Source: an optimization exercise on an open RTL-to-GDS flow (aim: small area, a short achievable clock period and few clock cycles per item). Production flows keep margins and buffers that such runs may drop.
The RTL was checked by simulation tests, not by an equivalence proof against the original design.
Power figures rest on the tool's default switching activity, not on a simulated workload.

// adaptive_threshold_heart_rate
module adaptive_threshold_heart_rate #(
	parameter int WINDOW_DEPTH = 100,
	parameter int RATE_DEPTH   = 4
) (
	input  logic                         clk,
	input  logic                         arst_n,
	input  logic                         in_valid,
	output logic                         in_ready,
	input  logic [atr_pkg::SMP_W-1:0]    ir_sample,
	input  logic [atr_pkg::TIME_W-1:0]   time_ms,
	input  logic                         beat_detected,
	output logic                         out_valid,
	input  logic                         out_ready,
	output logic [atr_pkg::SMP_W-1:0]    threshold,
	output logic                         above_threshold,
	output logic [atr_pkg::BPM_W-1:0]    instant_bpm,
	output logic [atr_pkg::MEAN_W-1:0]   average_bpm,
	output logic [1:0]                   notify
);
Size in the first run: ~0.086 mm² of cells after synthesis.
==> flow/config.mk <==
export PLATFORM = sky130hd
export DESIGN_NAME = adaptive_threshold_heart_rate
export DESIGN_NICKNAME = adaptive_threshold_heart_rate
export VERILOG_FILES = /design/flow/design.v
export SDC_FILE = /design/flow/constraint.sdc
export NUM_CORES = 4
export LEC_CHECK = 0
export CAP_MARGIN = 20
export CORE_MARGIN = 2
export CORE_UTILIZATION = 40
export CTS_CLUSTER_SIZE = 25
export SLEW_MARGIN = 20
==> flow/constraint.sdc <==
create_clock -name core_clock -period 10.0 [get_ports {clk}]
set_input_delay 2.0000 -clock core_clock [delete_from_list [all_inputs] [get_ports {clk}]]
set_output_delay 2.0000 -clock core_clock [all_outputs]
set_load 0.01 [all_outputs]
standard.sh (not shown) runs the stock make flow with config.mk's settings and CLKGATE_MAP_FILE= SYNTH_SCRIPT=/design/flow/synth_recipe.tcl, a recipe that flattens the netlist after the stock synthesis.
==> flow/flow/run.sh <==
#!/bin/bash
# Standard ORFS layout, with the timing repair steps aiming at a 3.7 ns period instead of the
# 10 ns clock (setup margin 6.3 ns). The clock, constraints and every other step are the standard ones.
set -euo pipefail
bash standard.sh SETUP_SLACK_MARGIN=6.3 finish > make_finish.log 2>&1
The baseline finished clean.
Testbench counts at the start, summed over its fixed seeds: cycles 4,953, items 4,800.
Rerun with:
==> flow/run.sh (new file) <==
#!/bin/bash
# synth_recipe.tcl (not shown) runs the flow's synth.tcl, then flattens the netlist and writes it again
# the make line also repeats each setting of config.mk as NAME=value (left out here)
make -C /OpenROAD-flow-scripts/flow DESIGN_CONFIG=/design/flow/config.mk WORK_HOME=/design/flow/orfs CLKGATE_MAP_FILE= SYNTH_SCRIPT=/design/flow/synth_recipe.tcl finish
--- a/flow/config.mk
+++ b/flow/config.mk
@@ -10,2 +10,5 @@
-export CORE_UTILIZATION = 40
-export CTS_CLUSTER_SIZE = 25
+export CORE_UTILIZATION = 60
+export CTS_CLUSTER_DIAMETER = 70
+export CTS_CLUSTER_SIZE = 30
+export PLACE_DENSITY = 0.7
+export SETUP_SLACK_MARGIN = 5
removed: flow/flow/run.sh
removed: flow/standard.sh
Result: Power is lower by about 11%. Fmax is lower by about 20%. Cell area is lower by 5.6%.
Rerun with:
==> flow/flow/run.sh (new file) <==
#!/bin/bash
# Standard ORFS layout, with the timing repair steps aiming at a 3.7 ns period instead of the
# 10 ns clock (setup margin 6.3 ns). The clock, constraints and every other step are the standard ones.
set -euo pipefail
bash standard.sh SETUP_SLACK_MARGIN=6.3 finish > make_finish.log 2>&1
==> flow/standard.sh (new file) <==
#!/bin/bash
# synth_recipe.tcl (not shown) runs the flow's synth.tcl, then flattens the netlist and writes it again
# the make line also repeats each setting of config.mk as NAME=value (left out here)
make -C /OpenROAD-flow-scripts/flow DESIGN_CONFIG=/design/flow/config.mk WORK_HOME=/design/flow/orfs CLKGATE_MAP_FILE= SYNTH_SCRIPT=/design/flow/synth_recipe.tcl "${@:-finish}"
--- a/flow/config.mk
+++ b/flow/config.mk
@@ -10 +10 @@
-export CORE_UTILIZATION = 60
+export CORE_UTILIZATION = 40
@@ -13,2 +12,0 @@
-export PLACE_DENSITY = 0.7
-export SETUP_SLACK_MARGIN = 5
removed: flow/run.sh
Outcome: The changed run completed with no timing, DRC or antenna violations. Final area increases by 2.4%. First-iteration DRC count increases by 5.3%. Worst setup slack improves by 0.91 ns. Wire length increases by 4.4%. Non-clock buffer count increases by 28. Global-route usage decreases by 5.5 points.
Rerun with:
--- a/flow/config.mk
+++ b/flow/config.mk
@@ -10 +10 @@
-export CORE_UTILIZATION = 40
+export CORE_UTILIZATION = 70
@@ -12,0 +13 @@
+export PLACE_DENSITY = 0.8
What happened: Critical path depth increases by 4; worst hold slack improved by 0.0036 ns; sequential share of layout area is higher by 1.6 points; flip-flop and latch count does not change; clock power goes down by about 13%.

Starting RTL as in the previous note.
==> flow/config.mk <==
export PLATFORM = sky130hd
export DESIGN_NAME = adaptive_threshold_heart_rate
export DESIGN_NICKNAME = adaptive_threshold_heart_rate
export VERILOG_FILES = /design/flow/design.v
export SDC_FILE = /design/flow/constraint.sdc
export NUM_CORES = 4
export LEC_CHECK = 0
export CAP_MARGIN = 20
export CORE_MARGIN = 2
export CORE_UTILIZATION = 40
export CTS_CLUSTER_DIAMETER = 60
export CTS_CLUSTER_SIZE = 40
export SLEW_MARGIN = 20
==> flow/constraint.sdc <==
create_clock -name core_clock -period 10.0 [get_ports {clk}]
set_input_delay 2.0000 -clock core_clock [delete_from_list [all_inputs] [get_ports {clk}]]
set_output_delay 2.0000 -clock core_clock [all_outputs]
set_load 0.01 [all_outputs]
==> flow/flow/run.sh <==
#!/bin/bash
# Standard ORFS layout, with the timing repair steps aiming at a 3.7 ns period instead of the
# 10 ns clock (setup margin 6.3 ns). The clock, constraints and every other step are the standard ones.
set -euo pipefail
bash standard.sh SETUP_SLACK_MARGIN=6.3 finish > make_finish.log 2>&1
Testbench counts at the start, summed over its fixed seeds: cycles 4,953, items 4,800.
Edit:
--- a/flow/config.mk
+++ b/flow/config.mk
@@ -10,4 +10,2 @@
 export CORE_UTILIZATION = 40
-export CTS_CLUSTER_DIAMETER = 60
-export CTS_CLUSTER_SIZE = 40
 export SLEW_MARGIN = 20
After rerunning: The changed run finished with timing, DRC and antenna clean. Sequential share of layout area decreases by 1.7 points. Routed wire length increases by 1.5%. Core utilization grows by 1.1 points. Hold slack is about the same. Register-to-register slack degrades by 0.02 ns.
Edit:
--- a/flow/config.mk
+++ b/flow/config.mk
@@ -9,3 +9,5 @@
 export CORE_MARGIN = 2
-export CORE_UTILIZATION = 40
+export CORE_UTILIZATION = 50
+export CTS_CLUSTER_DIAMETER = 70
+export CTS_CLUSTER_SIZE = 30
 export SLEW_MARGIN = 20
After rerunning:
- The changed run completed with no timing, DRC or antenna violations
- final cell count came out lower by roughly a tenth
- flip-flop and latch count is unchanged
- critical path depth came out higher by 1
- clock skew came out lower by 0.0065 ns
- final area came out lower by a few percent
- setup slack degrades by 0.28 ns
- core utilization came out higher by 9.4 points
- area after synthesis does not change

== main ==
adaptive_threshold_heart_rate again, from the RTL that the note above started with.
export LEC_CHECK = 0
export CAP_MARGIN = 20
export CORE_MARGIN = 2
export CORE_UTILIZATION = 40
export SLEW_MARGIN = 20
create_clock -name core_clock -period 10.0 [get_ports {clk}]
==> flow/flow/run.sh <==
#!/bin/bash
# Standard ORFS layout, with the timing repair steps aiming at a 3.4 ns period instead of the
# 10 ns clock (setup margin 6.6 ns). The clock, constraints and every other step are the standard ones.
set -euo pipefail
bash standard.sh SETUP_SLACK_MARGIN=6.6 finish > make_finish.log 2>&1
Having completed the whole flow, main delivered a layout that passed the timing, design-rule and antenna checks.
Testbench counts of main, summed over its fixed seeds: cycles 4,953, items 4,800.
[inputs] the feature branch vs main
# main
export LEC_CHECK = 0
export CAP_MARGIN = 20
export CORE_MARGIN = 2
export CORE_UTILIZATION = 40
export SLEW_MARGIN = 20
create_clock -name core_clock -period 10.0 [get_ports {clk}]
# the feature branch
export LEC_CHECK = 0
export CAP_MARGIN = 20
export CORE_MARGIN = 2
export CORE_UTILIZATION = 60
export CTS_CLUSTER_DIAMETER = 70
export CTS_CLUSTER_SIZE = 30
export PLACE_DENSITY = 0.7
export SLEW_MARGIN = 20
create_clock -name core_clock -period 10.0 [get_ports {clk}]
==> flow/flow/run.sh <==
#!/bin/bash
# Standard ORFS layout, with the timing repair steps aiming at a 3.7 ns period instead of the
# 10 ns clock (setup margin 6.3 ns). The clock, constraints and every other step are the standard ones.
set -euo pipefail
bash standard.sh SETUP_SLACK_MARGIN=6.3 finish > make_finish.log 2>&1
Results
The feature branch vs main: part of the power in combinational logic up. For the met2 demand-to-capacity share in global routing, the feature branch came in 9.5 points higher than main did. The feature branch reports a higher initial antenna violation count than main does. Floorplan check, the feature branch vs main: die outline smaller in the feature branch. Summary of the comparison: routed wire length is lower in the feature branch, relative to main. The feature branch finished end to end and its layout was clean on timing, DRC and antenna. Compared to main, the feature branch has final-stage net count 181 lower. Relative to main, the maximum level of the CTS H-tree of the feature branch is lower by 1.

Setup of AL:
adaptive_threshold_heart_rate, a different RTL version from the one above (not shown whole).
For scale: about 2,300 flip-flops, roughly 0.085 mm2 of cells after synthesis.
// adaptive_threshold_heart_rate
module adaptive_threshold_heart_rate #(
	parameter int WINDOW_DEPTH = 100,
	parameter int RATE_DEPTH   = 4
) (
	input  logic                         clk,
	input  logic                         arst_n,
	input  logic                         in_valid,
	output logic                         in_ready,
	input  logic [atr_pkg::SMP_W-1:0]    ir_sample,
	input  logic [atr_pkg::TIME_W-1:0]   time_ms,
	input  logic                         beat_detected,
	output logic                         out_valid,
	input  logic                         out_ready,
	output logic [atr_pkg::SMP_W-1:0]    threshold,
	output logic                         above_threshold,
	output logic [atr_pkg::BPM_W-1:0]    instant_bpm,
	output logic [atr_pkg::MEAN_W-1:0]   average_bpm,
	output logic [1:0]                   notify
);
	localparam int WD = WINDOW_DEPTH;
	logic fadv_q, wen_q, badv_q;
	logic [17:0] s0;
	logic [31:0] t0;
	logic        b0, v0;
	logic [WD*18-1:0] win_q;
	logic [6:0]       fill_q;
	logic             full_q;
	logic [24:0]      sum_q;
	logic [17:0]      old_w;
	logic [24:0] u1;
	logic [31:0] t1;
	logic        b1, v1;
	logic        above1;
	logic        v2, a2, bt2, n2;
	logic [15:0] sh2;
	logic [19:0] tt2;
	logic        v3, a3, bt3, n3;
	logic [15:0] aa3;
	logic [13:0] uu3;
	logic        v4, a4, bt4, n4;
	logic [15:0] bb4;
	logic [9:0]  vv4;
	logic        v5, a5, bt5, n5;
	logic [17:0] thr5;
	logic        v6, a6, bt6, n6;
	logic [17:0] thr6;
	logic [15:0] sh_w, aa_w, bb_w;
	logic [19:0] tt_w;
	logic [13:0] uu_w;
	logic [9:0]  vv_w;
	logic [17:0] thr_w;
	logic        kv, ka, kbt, kn;
	logic [17:0] kthr;
  ...
==> flow/config.mk <==
export PLATFORM = sky130hd
export DESIGN_NAME = adaptive_threshold_heart_rate
export DESIGN_NICKNAME = adaptive_threshold_heart_rate
export VERILOG_FILES = /design/flow/design.v
export SDC_FILE = /design/flow/constraint.sdc
export NUM_CORES = 4
export LEC_CHECK = 0
export CAP_MARGIN = 20
export CORE_MARGIN = 2
export CORE_UTILIZATION = 40
export SLEW_MARGIN = 20
==> flow/constraint.sdc <==
create_clock -name core_clock -period 10.0 [get_ports {clk}]
set_input_delay 2.0000 -clock core_clock [delete_from_list [all_inputs] [get_ports {clk}]]
set_output_delay 2.0000 -clock core_clock [all_outputs]
set_load 0.01 [all_outputs]
run.sh (not shown) runs the stock make flow with config.mk's settings and CLKGATE_MAP_FILE= SYNTH_SCRIPT=/design/flow/synth_recipe.tcl, a recipe that flattens the netlist after the stock synthesis.
Stock flow here: none of the scripts above is used.
AL went all the way through the flow, and no timing, DRC or antenna check failed.
Testbench counts of AL, summed over its fixed seeds: cycles 5,003, items 4,800.
Modified inputs, MS compared to AL
==> flow/flow/run.sh (new file) <==
#!/bin/bash
# Standard ORFS layout, with the timing repair steps aiming at a 3.7 ns period instead of the
# 10 ns clock (setup margin 6.3 ns). The clock, constraints and every other step are the standard ones.
set -euo pipefail
bash standard.sh SETUP_SLACK_MARGIN=6.3 finish > make_finish.log 2>&1
==> flow/standard.sh (new file) <==
#!/bin/bash
# synth_recipe.tcl (not shown) runs the flow's synth.tcl, then flattens the netlist and writes it again
# the make line also repeats each setting of config.mk as NAME=value (left out here)
make -C /OpenROAD-flow-scripts/flow DESIGN_CONFIG=/design/flow/config.mk WORK_HOME=/design/flow/orfs CLKGATE_MAP_FILE= SYNTH_SCRIPT=/design/flow/synth_recipe.tcl "${@:-finish}"
removed: flow/run.sh
### Flow results
- The run showing the greater non-clock buffer area fraction after layout is MS.
- Count of plain and timing-repair buffers in the layout on MS is up relative to AL.
- MS has final area above what AL had.
- Going from AL to MS, critical path depth rose 16; fraction of area in multi-input gates rose 0.37 points; fraction of power consumed by the clock network fell 0.5 points.
- Multi-input logic area for MS is higher than for AL.
- Across both runs, power was higher for MS than for AL.
- The routed wire length number comes out lower for AL vs MS.
- Synthesized cell count: MS vs AL identical

## port drivers added, routing unchanged
No port has a modelled driver above. Below, the same layouts with a new extraction and two added sets of constraints.
Step 1 (the two cells are an assumption about what drives the block):
set clk [get_ports {clk}]
set_driving_cell -lib_cell sky130_fd_sc_hd__clkbuf_16 $clk
set_driving_cell -lib_cell sky130_fd_sc_hd__buf_2 [delete_from_list [all_inputs] $clk]
Step 2 also shifts input and output timing later by t, the mid clock arrival at the registers, as if the neighbouring blocks saw the same clock.
a / b / c = no drivers / after step 1 / after step 2; a / b = the first two.
run	t, ns	setup slack, ns	clock arrival spread, ns
the first run of note 1	0.910	6.327 / 6.289 / 5.378	0.058 / 0.059
the second run of note 1	0.822	5.385 / 5.357 / 4.536	0.045 / 0.045
the third run of note 1	0.875	6.299 / 6.257 / 5.382	0.071 / 0.071
the fourth run of note 1	0.802	6.163 / 6.163 / 5.408	0.049 / 0.049
the first run of note 2	0.886	6.344 / 6.298 / 5.424	0.086 / 0.086
the second run of note 2	0.910	6.327 / 6.289 / 5.378	0.058 / 0.059
the third run of note 2	0.833	6.049 / 6.049 / 5.561	0.048 / 0.048
main	0.915	6.292 / 6.208 / 5.605	0.064 / 0.063
the feature branch	0.823	6.321 / 6.311 / 5.520	0.046 / 0.046
AL	0.912	5.275 / 5.187 / 5.468	0.085 / 0.086
MS	0.914	6.184 / 6.184 / 5.721	0.086 / 0.085
After both steps setup and hold are still met in every run listed.
